This is an optimization exercise on Yosys and OpenROAD, whose aim is a short achievable clock period and few clock cycles, not a production implementation.
Function was checked by simulation only, so behaviour that the tests miss may differ from the original.
Power is estimated from default activity; no workload was simulated.

<file path="flow/config.mk">
export PLATFORM = sky130hd
export DESIGN_NAME = circuit_layout_top
export DESIGN_NICKNAME = circuit_layout_top
export VERILOG_FILES = /design/flow/design.v
export SDC_FILE = /design/flow/constraint.sdc
export NUM_CORES = 4
export LEC_CHECK = 0
export CAP_MARGIN = 20
export CORE_MARGIN = 2
export CORE_UTILIZATION = 40
export SLEW_MARGIN = 20
</file>
<file path="flow/constraint.sdc">
create_clock -name core_clock -period 5.0 [get_ports {clk}]
set_input_delay 1.0000 -clock core_clock [delete_from_list [all_inputs] [get_ports {clk}]]
set_output_delay 1.0000 -clock core_clock [all_outputs]
set_load 0.01 [all_outputs]
</file>
<file path="flow/design.v">
package circuit_layout_pkg;
	typedef logic [$clog2(32)-1:0] node_idx_t;
	typedef logic [$clog2(12)-1:0] elem_idx_t;
	typedef logic [9:0] xpos_t;
	typedef logic [8:0] ypos_t;
	typedef enum logic [1:0] {
		ELEM_VSRC  = 2'd0,
		ELEM_ISRC  = 2'd1,
		ELEM_RES   = 2'd2,
		ELEM_UNDEF = 2'd3
	} element_type_e;
	typedef struct packed {
		node_idx_t     node_a;
		node_idx_t     node_b;
		element_type_e kind;
		logic [9:0]    exponent;
		logic [9:0]    value;
	} element_rec_t;
	typedef enum logic [8:0] {
		CMD_LINE_FILLED = 9'd0,
		CMD_LINE_DASHED = 9'd1,
		CMD_SPRITE_V    = 9'd2,
		CMD_SPRITE_I    = 9'd3,
		CMD_SPRITE_R    = 9'd4,
		CMD_DOT         = 9'd5
	} draw_kind_e;
	typedef struct packed {
		draw_kind_e kind;
		logic [8:0] height;
		logic [9:0] width;
		ypos_t      top;
		xpos_t      left;
	} draw_cmd_t;
	typedef enum logic [3:0] {
		GEN_IDLE, GEN_PLAN, GEN_PLAN_REL, GEN_LINE, GEN_ROW_A, GEN_ROW_B,
		GEN_SPRITE, GEN_DOT_A, GEN_DOT_B, GEN_CMD_HI, GEN_CMD_LO, GEN_RUN_DONE
	} gen_state_e;
endpackage
`timescale 1ns/1ps
module element_store (
	input  logic                       clk,
	input  logic                       rst,
	input  logic                       elem_req,
	input  circuit_layout_pkg::element_rec_t               elem_rec,
	output logic                       elem_ack,
	input  circuit_layout_pkg::elem_idx_t                  rd_idx_a,
	input  circuit_layout_pkg::elem_idx_t                  rd_idx_b,
	output circuit_layout_pkg::element_rec_t               rd_rec_a,
	output circuit_layout_pkg::element_rec_t               rd_rec_b,
	output logic [$clog2(12):0] num_elements,
	output logic [$clog2(32):0] num_nodes
);
	logic [31:0] elem_table [12];
	logic take;
	logic table_full;
	logic store_ok;
	logic [$clog2(32):0] span_a;
	logic [$clog2(32):0] span_b;
	logic [$clog2(32):0] span_hi;
	assign take = elem_req && !elem_ack;
	assign table_full = (num_elements == 12);
	assign store_ok = take && !table_full && (elem_rec.kind != circuit_layout_pkg::ELEM_UNDEF);
	assign span_a = {1'b0, elem_rec.node_a} + 1'b1;
	assign span_b = {1'b0, elem_rec.node_b} + 1'b1;
	assign span_hi = (span_a > span_b) ? span_a : span_b;
	always_ff @(posedge clk) begin
		if (rst) begin
			elem_ack <= 1'b0;
			num_elements <= '0;
			num_nodes <= '0;
		end else begin
			elem_ack <= elem_req;
			if (store_ok) begin
				num_elements <= num_elements + 1'b1;
				if (span_hi > num_nodes) begin
					num_nodes <= span_hi;
				end
			end
		end
	end
	always_ff @(posedge clk) begin
		if (store_ok) begin
			elem_table[circuit_layout_pkg::elem_idx_t'(num_elements)] <= elem_rec;
		end
	end
	assign rd_rec_a = elem_table[rd_idx_a];
	assign rd_rec_b = elem_table[rd_idx_b];
endmodule
`timescale 1ns/1ps
module node_table_builder (
	input  logic                       clk,
	input  logic                       rst,
	input  logic                       plan_req,
	output logic                       node_ack,
	input  logic [$clog2(12):0] num_elements,
	output circuit_layout_pkg::elem_idx_t                  rd_idx,
	input  circuit_layout_pkg::element_rec_t               rd_rec,
	input  circuit_layout_pkg::node_idx_t                  deg_idx,
	output logic [5:0]                 deg
);
	typedef enum logic [1:0] {
		B_IDLE,
		B_CLEAR,
		B_SCAN,
		B_DONE
	} build_state_e;
	build_state_e state;
	circuit_layout_pkg::elem_idx_t scan_idx;
	logic last_elem;
	logic [5:0] deg_tab [32];
	assign rd_idx = scan_idx;
	assign deg = deg_tab[deg_idx];
	assign node_ack = (state == B_DONE);
	assign last_elem = ({1'b0, scan_idx} == num_elements - 1'b1);
	always_ff @(posedge clk) begin
		if (rst) begin
			state <= B_IDLE;
			scan_idx <= '0;
		end else begin
			case (state)
				B_IDLE: begin
					if (plan_req) begin
						state <= B_CLEAR;
					end
				end
				B_CLEAR: begin
					scan_idx <= '0;
					state <= (num_elements == '0) ? B_DONE : B_SCAN;
				end
				B_SCAN: begin
					if (last_elem) begin
						state <= B_DONE;
					end else begin
						scan_idx <= scan_idx + 1'b1;
					end
				end
				B_DONE: begin
					if (!plan_req) begin
						state <= B_IDLE;
					end
				end
				default: begin
					state <= B_IDLE;
				end
			endcase
		end
	end
	always_ff @(posedge clk) begin
		for (int n = 0; n < 32; n++) begin
			if (state == B_CLEAR) begin
				deg_tab[n] <= '0;
			end else if (state == B_SCAN) begin
				deg_tab[n] <= deg_tab[n]
					+ 6'(rd_rec.node_a == circuit_layout_pkg::node_idx_t'(n))
					+ 6'(rd_rec.node_b == circuit_layout_pkg::node_idx_t'(n));
			end
		end
	end
endmodule
`timescale 1ns/1ps
module layout_planner (
	input  logic                       clk,
	input  logic                       rst,
	input  logic                       plan_req,
	output logic                       layout_ack,
	input  logic [$clog2(12):0] num_elements,
	input  logic [$clog2(32):0] num_nodes,
	input  circuit_layout_pkg::node_idx_t                  node_sel,
	output circuit_layout_pkg::ypos_t                      node_y,
	input  circuit_layout_pkg::elem_idx_t                  elem_sel,
	output circuit_layout_pkg::xpos_t                      elem_x
);
	typedef enum logic [2:0] {
		P_IDLE,
		P_DIV_ROW,
		P_DIV_SLOT,
		P_FILL,
		P_DONE
	} plan_state_e;
	plan_state_e state;
	logic [9:0] rem;
	logic [9:0] divisor;
	logic [9:0] quo;
	logic dividing;
	logic div_step;
	circuit_layout_pkg::ypos_t row_pitch;
	circuit_layout_pkg::xpos_t slot_pitch;
	circuit_layout_pkg::ypos_t y_acc;
	circuit_layout_pkg::xpos_t x_acc;
	circuit_layout_pkg::node_idx_t fill_idx;
	logic [8:0] node_y_tab [32];
	logic [9:0] elem_x_tab [12];
	assign dividing = (state == P_DIV_ROW) || (state == P_DIV_SLOT);
	assign div_step = dividing && (divisor != '0) && (rem >= divisor);
	assign layout_ack = (state == P_DONE);
	always_ff @(posedge clk) begin
		if (rst) begin
			state <= P_IDLE;
			fill_idx <= '0;
		end else begin
			if (div_step) begin
				rem <= rem - divisor;
				quo <= quo + 1'b1;
			end
			case (state)
				P_IDLE: begin
					if (plan_req) begin
						rem <= 10'((480 - 2 * 5));
						divisor <= 10'(num_nodes) + 10'd1;
						quo <= '0;
						state <= P_DIV_ROW;
					end
				end
				P_DIV_ROW: begin
					if (!div_step) begin
						row_pitch <= circuit_layout_pkg::ypos_t'(quo);
						rem <= 10'((640 - 2 * 20));
						divisor <= 10'(num_elements);
						quo <= '0;
						state <= P_DIV_SLOT;
					end
				end
				P_DIV_SLOT: begin
					if (!div_step) begin
						slot_pitch <= circuit_layout_pkg::xpos_t'(quo);
						y_acc <= circuit_layout_pkg::ypos_t'(5) + row_pitch;
						x_acc <= circuit_layout_pkg::xpos_t'(20) + (quo >> 1);
						fill_idx <= '0;
						state <= P_FILL;
					end
				end
				P_FILL: begin
					y_acc <= y_acc + row_pitch;
					x_acc <= x_acc + slot_pitch;
					fill_idx <= fill_idx + 1'b1;
					if (fill_idx == circuit_layout_pkg::node_idx_t'(32 - 1)) begin
						state <= P_DONE;
					end
				end
				P_DONE: begin
					if (!plan_req) begin
						state <= P_IDLE;
					end
				end
				default: begin
					state <= P_IDLE;
				end
			endcase
		end
	end
	always_ff @(posedge clk) begin
		if (state == P_FILL) begin
			node_y_tab[fill_idx] <= y_acc;
			if (fill_idx < 12) begin
				elem_x_tab[circuit_layout_pkg::elem_idx_t'(fill_idx)] <= x_acc;
			end
		end
	end
	assign node_y = node_y_tab[node_sel];
	assign elem_x = elem_x_tab[elem_sel];
endmodule
`timescale 1ns/1ps
module draw_command_gen (
	input  logic                       clk,
	input  logic                       rst,
	input  logic                       run_req,
	output logic                       run_ack,
	output logic                       plan_req,
	input  logic                       node_ack,
	input  logic                       layout_ack,
	input  logic [$clog2(12):0] num_elements,
	input  logic [$clog2(32):0] num_nodes,
	output circuit_layout_pkg::elem_idx_t                  rd_idx,
	input  circuit_layout_pkg::element_rec_t               rd_rec,
	output circuit_layout_pkg::node_idx_t                  deg_idx,
	input  logic [5:0]                 deg,
	output circuit_layout_pkg::node_idx_t                  node_sel,
	input  circuit_layout_pkg::ypos_t                      node_y,
	output circuit_layout_pkg::elem_idx_t                  elem_sel,
	input  circuit_layout_pkg::xpos_t                      elem_x,
	output logic                       cmd_req,
	output circuit_layout_pkg::draw_cmd_t                  cmd,
	input  logic                       cmd_ack
);
	circuit_layout_pkg::gen_state_e state;
	circuit_layout_pkg::gen_state_e issued;
	circuit_layout_pkg::node_idx_t node_cnt;
	circuit_layout_pkg::elem_idx_t elem_cnt;
	circuit_layout_pkg::ypos_t row_a;
	circuit_layout_pkg::ypos_t row_b;
	circuit_layout_pkg::draw_cmd_t next_cmd;
	logic issuing;
	logic last_node;
	logic last_elem;
	logic no_elems;
	assign rd_idx = elem_cnt;
	assign elem_sel = elem_cnt;
	assign deg_idx = node_cnt;
	assign run_ack = (state == circuit_layout_pkg::GEN_RUN_DONE);
	assign no_elems = (num_elements == '0);
	assign last_node = ({1'b0, node_cnt} == num_nodes - 1'b1);
	assign last_elem = ({1'b0, elem_cnt} == num_elements - 1'b1);
	assign issuing = (state == circuit_layout_pkg::GEN_LINE) || (state == circuit_layout_pkg::GEN_SPRITE)
		|| (state == circuit_layout_pkg::GEN_DOT_A) || (state == circuit_layout_pkg::GEN_DOT_B);
	always_comb begin
		case (state)
			circuit_layout_pkg::GEN_ROW_A: node_sel = rd_rec.node_a;
			circuit_layout_pkg::GEN_ROW_B: node_sel = rd_rec.node_b;
			default: node_sel = node_cnt;
		endcase
	end
	always_comb begin
		next_cmd = '0;
		case (state)
			circuit_layout_pkg::GEN_LINE: begin
				next_cmd.kind = (deg >= 6'd2) ? circuit_layout_pkg::CMD_LINE_FILLED : circuit_layout_pkg::CMD_LINE_DASHED;
				next_cmd.height = 9'd1;
				next_cmd.width = 10'((640 - 2 * 20));
				next_cmd.top = node_y;
				next_cmd.left = circuit_layout_pkg::xpos_t'(20);
			end
			circuit_layout_pkg::GEN_SPRITE: begin
				case (rd_rec.kind)
					circuit_layout_pkg::ELEM_VSRC: next_cmd.kind = circuit_layout_pkg::CMD_SPRITE_V;
					circuit_layout_pkg::ELEM_ISRC: next_cmd.kind = circuit_layout_pkg::CMD_SPRITE_I;
					default: next_cmd.kind = circuit_layout_pkg::CMD_SPRITE_R;
				endcase
				next_cmd.left = elem_x - circuit_layout_pkg::xpos_t'(44 / 2);
				next_cmd.width = 10'(44);
				if (row_a < row_b) begin
					next_cmd.top = row_a;
					next_cmd.height = row_b - row_a;
				end else begin
					next_cmd.top = row_b;
					next_cmd.height = row_a - row_b;
				end
			end
			circuit_layout_pkg::GEN_DOT_A, circuit_layout_pkg::GEN_DOT_B: begin
				next_cmd.kind = circuit_layout_pkg::CMD_DOT;
				next_cmd.left = elem_x - circuit_layout_pkg::xpos_t'(6 / 2);
				next_cmd.width = 10'(6);
				next_cmd.height = 9'(10);
				next_cmd.top = ((state == circuit_layout_pkg::GEN_DOT_A) ? row_a : row_b)
					- circuit_layout_pkg::ypos_t'(10 / 2);
			end
			default: begin
			end
		endcase
	end
	always_ff @(posedge clk) begin
		if (rst) begin
			state <= circuit_layout_pkg::GEN_IDLE;
			issued <= circuit_layout_pkg::GEN_IDLE;
			plan_req <= 1'b0;
			cmd_req <= 1'b0;
			node_cnt <= '0;
			elem_cnt <= '0;
		end else begin
			case (state)
				circuit_layout_pkg::GEN_IDLE: begin
					if (run_req) begin
						plan_req <= 1'b1;
						state <= circuit_layout_pkg::GEN_PLAN;
					end
				end
				circuit_layout_pkg::GEN_PLAN: begin
					if (node_ack && layout_ack) begin
						plan_req <= 1'b0;
						node_cnt <= '0;
						elem_cnt <= '0;
						state <= no_elems ? circuit_layout_pkg::GEN_RUN_DONE : circuit_layout_pkg::GEN_LINE;
					end
				end
				circuit_layout_pkg::GEN_ROW_A: begin
					state <= circuit_layout_pkg::GEN_ROW_B;
				end
				circuit_layout_pkg::GEN_ROW_B: begin
					state <= circuit_layout_pkg::GEN_SPRITE;
				end
				circuit_layout_pkg::GEN_LINE, circuit_layout_pkg::GEN_SPRITE, circuit_layout_pkg::GEN_DOT_A, circuit_layout_pkg::GEN_DOT_B: begin
					cmd_req <= 1'b1;
					issued <= state;
					state <= circuit_layout_pkg::GEN_CMD_HI;
				end
				circuit_layout_pkg::GEN_CMD_HI: begin
					if (cmd_ack) begin
						cmd_req <= 1'b0;
						state <= circuit_layout_pkg::GEN_CMD_LO;
					end
				end
				circuit_layout_pkg::GEN_CMD_LO: begin
					if (!cmd_ack) begin
						case (issued)
							circuit_layout_pkg::GEN_LINE: begin
								if (last_node) begin
									state <= circuit_layout_pkg::GEN_ROW_A;
								end else begin
									node_cnt <= node_cnt + 1'b1;
									state <= circuit_layout_pkg::GEN_LINE;
								end
							end
							circuit_layout_pkg::GEN_SPRITE: state <= circuit_layout_pkg::GEN_DOT_A;
							circuit_layout_pkg::GEN_DOT_A: state <= circuit_layout_pkg::GEN_DOT_B;
							default: begin
								if (last_elem) begin
									state <= circuit_layout_pkg::GEN_RUN_DONE;
								end else begin
									elem_cnt <= elem_cnt + 1'b1;
									state <= circuit_layout_pkg::GEN_ROW_A;
								end
							end
						endcase
					end
				end
				circuit_layout_pkg::GEN_RUN_DONE: begin
					if (!run_req) begin
						state <= circuit_layout_pkg::GEN_IDLE;
					end
				end
				default: begin
					state <= circuit_layout_pkg::GEN_IDLE;
				end
			endcase
		end
	end
	always_ff @(posedge clk) begin
		if (state == circuit_layout_pkg::GEN_ROW_A) begin
			row_a <= node_y;
		end
		if (state == circuit_layout_pkg::GEN_ROW_B) begin
			row_b <= node_y;
		end
		if (issuing) begin
			cmd <= next_cmd;
		end
	end
endmodule
`timescale 1ns/1ps
module circuit_layout_top (
	input  logic         clk,
	input  logic         rst,
	input  logic         elem_req,
	input  logic [31:0]  elem_rec,
	output logic         elem_ack,
	input  logic         run_req,
	output logic         run_ack,
	output logic         cmd_req,
	output logic [46:0]  cmd,
	input  logic         cmd_ack
);
	logic [$clog2(12):0] num_elements;
	logic [$clog2(32):0] num_nodes;
	logic plan_req;
	logic node_ack;
	logic layout_ack;
	circuit_layout_pkg::elem_idx_t scan_idx;
	circuit_layout_pkg::element_rec_t scan_rec;
	circuit_layout_pkg::elem_idx_t gen_idx;
	circuit_layout_pkg::element_rec_t gen_rec;
	circuit_layout_pkg::node_idx_t deg_idx;
	logic [5:0] deg;
	circuit_layout_pkg::node_idx_t node_sel;
	circuit_layout_pkg::ypos_t node_y;
	circuit_layout_pkg::elem_idx_t elem_sel;
	circuit_layout_pkg::xpos_t elem_x;
	element_store u_store (
		.clk(clk), .rst(rst),
		.elem_req(elem_req), .elem_rec(elem_rec), .elem_ack(elem_ack),
		.rd_idx_a(scan_idx), .rd_idx_b(gen_idx),
		.rd_rec_a(scan_rec), .rd_rec_b(gen_rec),
		.num_elements(num_elements), .num_nodes(num_nodes)
	);
	node_table_builder u_builder (
		.clk(clk), .rst(rst),
		.plan_req(plan_req), .node_ack(node_ack),
		.num_elements(num_elements),
		.rd_idx(scan_idx), .rd_rec(scan_rec),
		.deg_idx(deg_idx), .deg(deg)
	);
	layout_planner u_planner (
		.clk(clk), .rst(rst),
		.plan_req(plan_req), .layout_ack(layout_ack),
		.num_elements(num_elements), .num_nodes(num_nodes),
		.node_sel(node_sel), .node_y(node_y),
		.elem_sel(elem_sel), .elem_x(elem_x)
	);
	draw_command_gen u_gen (
		.clk(clk), .rst(rst),
		.run_req(run_req), .run_ack(run_ack),
		.plan_req(plan_req), .node_ack(node_ack), .layout_ack(layout_ack),
		.num_elements(num_elements), .num_nodes(num_nodes),
		.rd_idx(gen_idx), .rd_rec(gen_rec),
		.deg_idx(deg_idx), .deg(deg),
		.node_sel(node_sel), .node_y(node_y),
		.elem_sel(elem_sel), .elem_x(elem_x),
		.cmd_req(cmd_req), .cmd(cmd), .cmd_ack(cmd_ack)
	);
endmodule
</file>
<file path="flow/run.sh">
#!/bin/bash
# synth_recipe.tcl (not shown) runs the flow's synth.tcl, then flattens the netlist and writes it again
# the make line also repeats each setting of config.mk as NAME=value (left out here)
make -C /OpenROAD-flow-scripts/flow DESIGN_CONFIG=/design/flow/config.mk WORK_HOME=/design/flow/orfs CLKGATE_MAP_FILE= SYNTH_SCRIPT=/design/flow/synth_recipe.tcl finish
</file>
==> summary.txt <==
==> through the flow <==
step / hold slack [ns] / cell area, sq um / total power [mW] / utilization (%) / worst slack (ns)
2_1_floorplan: 0.4430 / 43700 / 9.892 / - / 0.5432
3_3_place_gp: 0.4633 / 46060 / 10.51 / 42.43 / 0.09207
3_5_place_dp: 0.4708 / 46060 / 10.53 / 42.43 / 0.03465
4_1_cts: 0.4796 / 49270 / 17.80 / 45.39 / 0.6678
5_1_grt: 0.4957 / 49340 / 18.29 / 45.45 / 0.3387
6_report: 0.4789 / 49350 / 17.62 / 45.46 / 0.7298
==> synthesized netlist by cell type (26+ instances only) <==
| cell type | count |
|---|---|
| a211oi_1 | 33 |
| a21oi_1 | 132 |
| and2_1 | 26 |
| clkbuf_1 | 113 |
| dfxtp_1 | 245 |
| edfxtp_1 | 671 |
| fa_1 | 37 |
| ha_1 | 118 |
| inv_1 | 127 |
| mux2_2 | 30 |
| mux2i_1 | 312 |
| mux4_2 | 98 |
| nand2_1 | 241 |
| nand3_1 | 47 |
| nand4_1 | 84 |
| nor2_1 | 433 |
| nor3_1 | 35 |
| o21ai_0 | 114 |
| or3_1 | 28 |
| xnor2_1 | 72 |
| xor2_1 | 129 |
==> sequential cells by signal (all words and copies together) (netlist names), 6 cells and up, named ones only <==
| name | flops |
|---|---|
| u_planner.node_y_tab | 288 |
| u_builder.deg_tab | 192 |
| u_store.elem_table | 144 |
| u_planner.elem_x_tab | 120 |
| u_gen.cmd | 36 |
| u_planner.quo | 10 |
| u_planner.rem | 10 |
| u_planner.slot_pitch | 10 |
| u_planner.x_acc | 10 |
| u_gen.row_a | 9 |
| u_gen.row_b | 9 |
| u_planner.row_pitch | 9 |
| u_planner.y_acc | 9 |
| u_planner.divisor | 7 |
| u_store.num_nodes | 6 |
==> worst register-to-register path, stage by stage (launching register included) <==
cell and delay [ns]:
dfxtp_4 0.56, buf_4 0.32, mux4_2 0.53, mux2i_1 0.19, a21oi_1 0.09, nand3_1 0.35, and2_1 0.67, mux2i_1 0.17
mux2_2 0.32, mux4_2 0.54, nand2_1 0.11, o221ai_1 0.11
==> layer usage <==
metal / vias to the layer above / global-route usage [%] / share of wire [%] / routed length, microns
met3: 163 / 3.209 / 5.4 / 5628
met1: 13680 / 25.51 / 45 / 47030
met5: - / 0 / 0 / 0
met2: 671 / 30.22 / 47 / 49260
li1: 13030 / - / - / -
met4: 0 / 6.450 / 2.9 / 3057
==> area by class of cell <==
class                   count  area, sq um
clock buffers             135         2755
clock inverters            47        454.2
repair buffers            174         1529
diodes                      3        7.507
fillers                  9753        59200
well taps                1414         1769
flip-flops and latches    916        25060
inverters                 131        491.7
multi-input cells        2270        17280
==> kinds of logic after synthesis <==
group | Yosys count | share of synthesized area, %
and+or+nand+nor | 1006 | 10.50
xor gates and xnor gates | 201 | 4.032
buffers and inverters | 326 | 3.324
adders and majority gates | 155 | 5.078
AOI/OAI and AO/OA | 458 | 6.676
muxes | 441 | 13.01
DFF | 916 | 57.38
other | 1 | 0.008588
==> power breakdown <==
group	switching, mW	total, mW	internal [mW]
sequential	0.201	8.57	8.37
combinational	1.13	1.80	0.671
clock	3.03	7.25	4.22
==> worst max path at each step <==
stage | to | slack [ns] | cells after the start | from
final | u_store.num_nodes[4] | 0.73 | 22 | elem_rec[28]
after global routing | u_store.num_nodes[4] | 0.34 | 22 | elem_rec[28]
after CTS | u_gen.cmd[12] | 0.67 | 11 | flop
after detailed placement | u_store.num_nodes[4] | 0.03 | 22 | elem_rec[28]
after global placement | u_store.num_nodes[2] | 0.09 | 22 | elem_rec[28]
after floorplan | u_store.num_nodes[0] | 0.54 | 18 | elem_rec[27]
==> results_dict.tcl <==
set metrics [dict create \
    cp_max_fo 7 \
    worstRegToRegCells 11 \
    postCtsResizedCells 0 \
    required_ns 5.56 \
    via_per_inst 5.411 \
    cts_tree "done" \
    ys.flop_type "edfxtp_1" \
    io_buffers 57 \
    synth_cells 3504 \
    setup_violations 0 \
    clockRootBuffer "clkbuf_16" \
    cpPeakStageDelay_ns 0.41 \
    nNetsFinal 3783 \
    rsz0062_at_grt "false" \
    fp.dieH_microns 334.4 \
    power.density_nw_per_um2 357.0 \
    synth_area_leader_cell "edfxtp_1" \
    tightest_slew_ns 1.054 \
    holdBufCountCts 0 \
    cts_setup_buffers 0 \
    antenna_left 0 \
    cap_viol_max_count 0 \
    cpMaxStageDelayCell "clkdlybuf4s50_1" \
    syn_to_final_growth_pct 13.01 \
    grt_pass1_vias 27170 \
    hp-class "flop to flop" \
    r2r-end "u_gen.cmd[12]" \
    grt-ovfl-total 0 \
    tritoncts.num_buffers 98 \
    synth-edff-count 671 \
    rrSetupSlack_ns 0.76 \
    antenna_found_initial 3 \
    hold_viol_final 0 \
    grt_start_max_net_pins 95 \
    path_buf_inv 4 \
    clock_sinks 916 \
    end_kind "flop" \
    drc 0 \
    cp_top_family "compound AO/OA/AOI/OAI gates" \
    syn-cell-area_sq_um 43670 \
    gp_congestion 0.8228 \
    wl_microns 105000 \
    synth.area.top_cells "edfxtp_1 46%, dfxtp_1 11%, mux2i_1 7.2%, mux4_2 5.1%, nor2_1 3.7%" \
    synth.avg_cell_area_sq_um 12.46 \
    hold_start "u_builder.deg_tab[6][0]" \
    crit_arrival_ns 4.83 \
    rows 121 \
    setup-tns-final_ns 0 \
    path_cells "clkdlybuf4s50_1, buf_4, ha_1, ha_1, nor2b_1, o21a_1, o21ai_0, nand2b_1, a21oi_1, nor2b_1, o22ai_1, buf_4, mux2i_1, ha_1, a21oi_1, nor2b_1, o21ai_0, nand2_1, o211ai_1, buf_4, mux2i_1, nor2_1" \
    layout_common_cells "671 x edfxtp_1, 429 x nor2_1, 312 x mux2i_1, 242 x dfxtp_1, 241 x nand2_1" \
    status "complete, no violations" \
    finalNonFillerCells 5090 \
    clock_path_buffers 3 \
    start_util_pct 40.23 \
    slew_viol_final 0 \
    synth-seq-cells 916 \
    peakVddDrop_v 0.0003035 \
    final.setup_skew_ns 0.02557 \
    relSlewSlack_pct 27.92 \
    dieArea_sq_um 111800 \
    wire_per_inst_microns 20.62 \
    dp.cells 4900 \
    grt_usage_pct 18.71 \
    dieWidth_microns 334.4 \
    vias 27540 \
    layout_commonest_cell "edfxtp_1" \
    clkTransAtPathRegs_ns 0.06 \
    ioPinCount 87 \
    first_pass_iters 6 \
    hold_path_depth 2 \
    clk_latency_ns 0.69 \
    drtIter0Drc 2215 \
    crit_type "primary input to flop" \
    async_flop_share_pct 0 \
    yosysSeqAreaShare_pct 57.38 \
    dpl.hpwl_microns 69710 \
    core-area_sq_um 108600 \
    min_period_over_period_pct 85.40 \
    yosys_warnings 5 \
    grt_pass1_wl_microns 161900 \
    htree_num_levels 3 \
    critPathLaunchType "primary input" \
    leakage_nw 17.76 \
    min_to "u_builder.deg_tab[6][0]" \
    yosysTopAreaCellShare_pct 46.14 \
    drive_above_1_share_pct 11.65 \
    max_freq_ghz 0.2342 \
    min_period_ns 4.270 \
    yosysUniqueCellTypes 90 \
]
Testbench counts, summed over its fixed seeds: cycles 51,653.

==> what the ideal ports hide <==
In the flow no input, the clock included, has a driving cell. The finished layout below was timed again as built, in two steps.
Step 1 assumes that a clkbuf_16 drives the clock port and a buf_2 every other input.
Step 2 adds t to the input delays and takes it off the output delays; t is the mean of the earliest and latest rising clock arrival at the registers after step 1. Input paths then give back, and output paths get back, about the clock's delay inside the block.
a / b / c = ideal ports / drivers / drivers and shift; a / b = the first two.
t, ns: 0.745
setup slack, ns: 0.730 / 0.757 / 0.029
hold WS [ns]: 0.479 / 0.479 / 0.479
worst setup path after step 2: input to register
After both steps setup and hold are still met in this run. The setup slack of this run moves by +0.027 ns with the drivers and by -0.701 ns with both steps.
